Context: an optimization exercise on an open-source flow, tuned for small area and a short achievable clock period. The choices shown serve that exercise and are no tape-out recipe. Where RTL was checked, it was by simulation tests only, not by an equivalence proof against the original. Power is estimated from default activity; no workload was simulated.

==> module channelTrigger, before the edit <==
module channelTrigger (
	input logic clk_flash,
	input logic rstN,
	input logic [8-1:0] sample,  
	input logic [8-1:0] threshLow,  
	input logic [8-1:0] threshHigh,  
	input logic fallingEdge,  
	input logic [(10 + 1)-1:0] tot,  
	input logic dsGo,  
	output logic fire,  
	output logic inRange  
);
	localparam int CW = (10 + 1);
	function automatic logic gt(input logic [15:0] a, input logic [15:0] b);
		logic [15:0] g, e;
		for (int i = 0; i < 16; i++) begin
			g[i] = a[i] & ~b[i];
			e[i] = ~(g[i] | (~a[i] & b[i]));
		end
		for (int s = 1; s < 16; s = s * 2) begin
			for (int i = 0; i < 16; i = i + 2 * s) begin
				g[i] = g[i + s] | (e[i + s] & g[i]);
				e[i] = e[i + s] & e[i];
			end
		end
		gt = g[0];
	endfunction
	function automatic logic [CW-1:0] inc(input logic [CW-1:0] a);
		logic [31:0] pp;
		logic [CW-1:0] r;
		pp = 32'(a);
		for (int l = 0; l < 5; l++) begin
			for (int i = 0; i < 32; i++) begin
				if (((i >> l) & 1) == 1) pp[i] = pp[i] & pp[((i >> l) << l) - 1];
			end
		end
		r[0] = ~a[0];
		for (int i = 1; i < CW; i++) r[i] = a[i] ^ pp[i - 1];
		inc = r;
	endfunction
	logic wasInRange;  
	logic edgeSeen;  
	logic levelHeld;  
	logic totStep;  
	logic limZero;  
	logic cntZero;  
	logic over;  
	logic running;  
	logic [CW-1:0] totBase;
	logic totInc;
	logic totClr;
	logic [CW-1:0] totCount;  
	assign totCount = totClr ? '0 : totInc ? inc(totBase) : totBase;
	assign edgeSeen = fallingEdge ? (wasInRange & ~inRange) : (inRange & ~wasInRange);
	assign levelHeld = inRange ^ fallingEdge;
	assign totStep = ~tot[CW-1] | dsGo;
	assign limZero = ~|tot[CW-2:0];
	assign cntZero = totClr | (~totInc & ~|totBase);  
	assign over = ~totClr & (totInc ? ~gt(16'(tot[CW-2:0]), 16'(totBase)) : gt(16'(totBase), 16'(tot[CW-2:0])));
	assign running = ~limZero & ~over & ~cntZero;
	always_ff @(posedge clk_flash) begin
		if (!rstN) begin
			inRange <= 1'b0;
			wasInRange <= 1'b0;
			fire <= 1'b0;
			totBase <= '0;
			totInc <= 1'b0;
			totClr <= 1'b0;
		end else begin
			inRange <= ~gt(16'(threshLow), 16'(sample)) & ~gt(16'(sample), 16'(threshHigh));
			wasInRange <= inRange;
			fire <= limZero ? edgeSeen : over;
			totBase <= running ? totCount : CW'(~limZero & cntZero & edgeSeen);
			totInc <= running & totStep & levelHeld;
			totClr <= running & totStep & ~levelHeld;
		end
	end
endmodule
==> module acquireControl, before the edit <==
module acquireControl (
	input logic clk_flash,
	input logic rstN,
	input logic startTrigger,  
	input logic trigger,  
	input logic [10-1:0] triggerPoint,  
	input logic [10-1:0] nsmp,  
	input logic [5-1:0] downsample,  
	output logic dsGo,  
	output logic acquiring,
	output logic [10-1:0] wrAddress,  
	output logic [10-1:0] trigPointAddr,  
	output logic dataReady  
);
	localparam logic [1:0] INIT = 2'd0;  
	localparam logic [1:0] PREACQ = 2'd1;  
	localparam logic [1:0] WAITING = 2'd2;  
	localparam logic [1:0] POSTACQ = 2'd3;  
	localparam int DW = 22 + 1;
	localparam int AW = 10;
	function automatic logic [10-1:0] incA(input logic [10-1:0] a);
		logic [10-1:0] r;
		for (int i = 0; i < 10; i++)
			r[i] = a[i] ^ (&(a | ~((AW'(1) << i) - AW'(1))));
		incA = r;
	endfunction
	function automatic logic [22:0] incD(input logic [22:0] a);
		logic [22:0] r;
		for (int i = 0; i <= 22; i++)
			r[i] = a[i] ^ (&(a | ~((DW'(1) << i) - DW'(1))));
		incD = r;
	endfunction
	logic [1:0] state;
	logic [10-1:0] sampleCount;  
	logic [22:0] dsBase;
	logic dsRst;
	logic [22:0] dsCount;
	logic [31:0] dsSel;  
	logic atTrigPoint;  
	logic atEnd;  
	logic postDone;  
	logic wrStep;  
	logic [10-1:0] wrNext;  
	logic trigCapture;  
	always_comb begin
		dsSel = {32{dsCount[22]}};  
		dsSel[22:1] = dsCount[22:1];
		dsSel[0] = 1'b1;
	end
	logic [3:0] dsLo;  
	logic [7:0] dsHi;  
	logic [7:0] dsGrp;  
	always_comb begin
		for (int i = 0; i < 4; i++) dsLo[i] = (downsample[1:0] == 2'(i));
		for (int h = 0; h < 8; h++) dsHi[h] = (downsample[4:2] == 3'(h));
		for (int h = 0; h < 8; h++) dsGrp[h] = |(dsSel[4*h +: 4] & dsLo);
	end
	assign dsGo = |(dsGrp & dsHi);
	assign atTrigPoint = (sampleCount == triggerPoint);
	assign atEnd = (sampleCount == nsmp);
	assign postDone = (state == POSTACQ) && atEnd;
	assign wrStep = dsGo && acquiring && !postDone;
	assign wrNext = wrStep ? incA(wrAddress) : wrAddress;
	assign dsCount = dsRst ? DW'(1) : dsBase;
	always_ff @(posedge clk_flash) begin
		dsRst <= !rstN || dsGo;
		dsBase <= incD(dsCount);
	end
	always_ff @(posedge clk_flash) begin
		if (!rstN) begin
			state <= INIT;
			acquiring <= 1'b0;
			dataReady <= 1'b0;
			wrAddress <= '0;
			sampleCount <= '0;
		end else begin
			wrAddress <= wrNext;
			case (state)
				INIT: begin
					if (startTrigger) begin
						sampleCount <= '0;
						acquiring <= 1'b1;
						dataReady <= 1'b0;
						state <= PREACQ;
					end
				end
				PREACQ: begin
					if (atTrigPoint) begin
						state <= WAITING;
					end else if (dsGo) begin
						sampleCount <= incA(sampleCount);
					end
				end
				WAITING: begin
					if (trigger) begin
						sampleCount <= triggerPoint;
						state <= POSTACQ;
					end
				end
				default: begin
					if (atEnd) begin
						acquiring <= 1'b0;
						dataReady <= 1'b1;
						state <= INIT;
					end else if (dsGo) begin
						sampleCount <= incA(sampleCount);
					end
				end
			endcase
		end
	end
	always_ff @(posedge clk_flash) begin
		trigCapture <= rstN && state == WAITING && trigger;
		if (trigCapture) begin
			trigPointAddr <= wrAddress;
		end
	end
endmodule
==> flow/config.mk <==
export PLATFORM = sky130hd
export DESIGN_NAME = scopeCore
export DESIGN_NICKNAME = scopeCore
export VERILOG_FILES = /design/flow/design.v
export SDC_FILE = /design/flow/constraint.sdc
export NUM_CORES = 4
export LEC_CHECK = 0
export ABC_AREA = 1
export CAP_MARGIN = 20
export CORE_MARGIN = 2
export CORE_UTILIZATION = 60
export SETUP_SLACK_MARGIN = 3.1
export SLEW_MARGIN = 20
export TNS_END_PERCENT = 1
==> flow/constraint.sdc <==
create_clock -name core_clock -period 5.0 [get_ports {clk_flash}]
set_input_delay 1.0000 -clock core_clock [delete_from_list [all_inputs] [get_ports {clk_flash}]]
set_output_delay 1.0000 -clock core_clock [all_outputs]
set_load 0.01 [all_outputs]
standard.sh (not shown) runs the stock make flow with config.mk's settings and CLKGATE_MAP_FILE= SYNTH_SCRIPT=/design/flow/synth_recipe.tcl, a recipe that flattens the netlist after the stock synthesis.
==> flow/flow/run.sh <==
#!/bin/bash
# Layout flow: the standard ORFS flow (standard synthesis included), with the
# ports buffered by a plain buffer instead of the weakest delay cell;
# nothing else changed.
set -euo pipefail
export BUFFER_PORTS_ARGS="-buffer_cell sky130_fd_sc_hd__buf_2"

bash standard.sh finish > make_finish.log 2>&1
Edit:
--- a/flow/design.v
+++ b/flow/design.v
@@ -26,18 +26,10 @@
 		end
 		gt = g[0];
 	endfunction
 	function automatic logic [CW-1:0] inc(input logic [CW-1:0] a);
-		logic [31:0] pp;
 		logic [CW-1:0] r;
-		pp = 32'(a);
-		for (int l = 0; l < 5; l++) begin
-			for (int i = 0; i < 32; i++) begin
-				if (((i >> l) & 1) == 1) pp[i] = pp[i] & pp[((i >> l) << l) - 1];
-			end
-		end
-		r[0] = ~a[0];
-		for (int i = 1; i < CW; i++) r[i] = a[i] ^ pp[i - 1];
+		for (int i = 0; i < CW; i++) r[i] = a[i] ^ (&(a | ~((CW'(1) << i) - CW'(1))));
 		inc = r;
 	endfunction
 	logic wasInRange;  
 	logic edgeSeen;  
@@ -45,36 +37,34 @@
 	logic totStep;  
 	logic limZero;  
 	logic cntZero;  
 	logic over;  
-	logic running;  
-	logic [CW-1:0] totBase;
-	logic totInc;
-	logic totClr;
+	logic clear;  
+	logic step;  
 	logic [CW-1:0] totCount;  
-	assign totCount = totClr ? '0 : totInc ? inc(totBase) : totBase;
 	assign edgeSeen = fallingEdge ? (wasInRange & ~inRange) : (inRange & ~wasInRange);
 	assign levelHeld = inRange ^ fallingEdge;
 	assign totStep = ~tot[CW-1] | dsGo;
 	assign limZero = ~|tot[CW-2:0];
-	assign cntZero = totClr | (~totInc & ~|totBase);  
-	assign over = ~totClr & (totInc ? ~gt(16'(tot[CW-2:0]), 16'(totBase)) : gt(16'(totBase), 16'(tot[CW-2:0])));
-	assign running = ~limZero & ~over & ~cntZero;
+	assign cntZero = ~|totCount;
+	assign over = gt(16'(totCount), 16'(tot[CW-2:0]));  
+	assign clear = limZero | over | (~cntZero & totStep & ~levelHeld);
+	assign step = cntZero ? edgeSeen : totStep;  
 	always_ff @(posedge clk_flash) begin
 		if (!rstN) begin
 			inRange <= 1'b0;
 			wasInRange <= 1'b0;
 			fire <= 1'b0;
-			totBase <= '0;
-			totInc <= 1'b0;
-			totClr <= 1'b0;
+			totCount <= '0;
 		end else begin
 			inRange <= ~gt(16'(threshLow), 16'(sample)) & ~gt(16'(sample), 16'(threshHigh));
 			wasInRange <= inRange;
 			fire <= limZero ? edgeSeen : over;
-			totBase <= running ? totCount : CW'(~limZero & cntZero & edgeSeen);
-			totInc <= running & totStep & levelHeld;
-			totClr <= running & totStep & ~levelHeld;
+			if (clear) begin
+				totCount <= '0;
+			end else if (step) begin
+				totCount <= inc(totCount);
+			end
 		end
 	end
 endmodule
 `timescale 1ns/1ps
@@ -198,10 +188,8 @@
 		incD = r;
 	endfunction
 	logic [1:0] state;
 	logic [10-1:0] sampleCount;  
-	logic [22:0] dsBase;
-	logic dsRst;
 	logic [22:0] dsCount;
 	logic [31:0] dsSel;  
 	logic atTrigPoint;  
 	logic atEnd;  
@@ -227,12 +215,14 @@
 	assign atEnd = (sampleCount == nsmp);
 	assign postDone = (state == POSTACQ) && atEnd;
 	assign wrStep = dsGo && acquiring && !postDone;
 	assign wrNext = wrStep ? incA(wrAddress) : wrAddress;
-	assign dsCount = dsRst ? DW'(1) : dsBase;
 	always_ff @(posedge clk_flash) begin
-		dsRst <= !rstN || dsGo;
-		dsBase <= incD(dsCount);
+		if (!rstN || dsGo) begin
+			dsCount <= {{22{1'b0}}, 1'b1};
+		end else begin
+			dsCount <= incD(dsCount);
+		end
 	end
 	always_ff @(posedge clk_flash) begin
 		if (!rstN) begin
 			state <= INIT;
The new run went through all stages and came out clean. Via count goes down by 8.2%. Cell count decreases by 6.2%. Register-to-register slack is better by 0.19 ns. Final area falls by 8.4%. Area after synthesis fell by 6.4%. Clock power decreases by 8.2%. Setup slack improved by 0.27 ns. Non-clock buffer count is lower by 34. Wire length went down by 11%. First-iteration DRC count falls by 43%.
The RTL of the first run of this note was laid out without a check of its function.

-- separate check: timing with driven ports --
The flow's constraints put no driver on any port. The routed layouts listed below were extracted and timed again, unchanged, in two steps.
Step 1 sets driving cells, clkbuf_16 on the clock port and buf_2 on the other inputs (assumed; they add their load-dependent delay and slew).
Step 2 moves the port delays by t, midway between the first and last clock arrival at a register: inputs arrive t later, outputs are due t later. That takes back most of the time a late clock gives input paths.
Slacks: ideal ports / drivers / drivers and shift; pairs: ideal ports / drivers.
| run | t, ns | setup WS [ns] | hold slack, ns | clock arrival spread, ns | worst slew at a driven data input, ns |
|---|---|---|---|---|---|
| the first run | 0.557 | 2.621 / 2.623 / 2.066 | 0.407 / 0.407 / 0.407 | 0.022 / 0.022 | 0.08 |
| the second run | 0.608 | 2.891 / 2.839 / 2.291 | 0.408 / 0.408 / 0.408 | 0.017 / 0.018 | 0.08 |
After both steps every run listed still meets setup and hold. The setup slack of the second run, which loses most, moves by -0.052 ns with the drivers and by -0.600 ns with both steps.
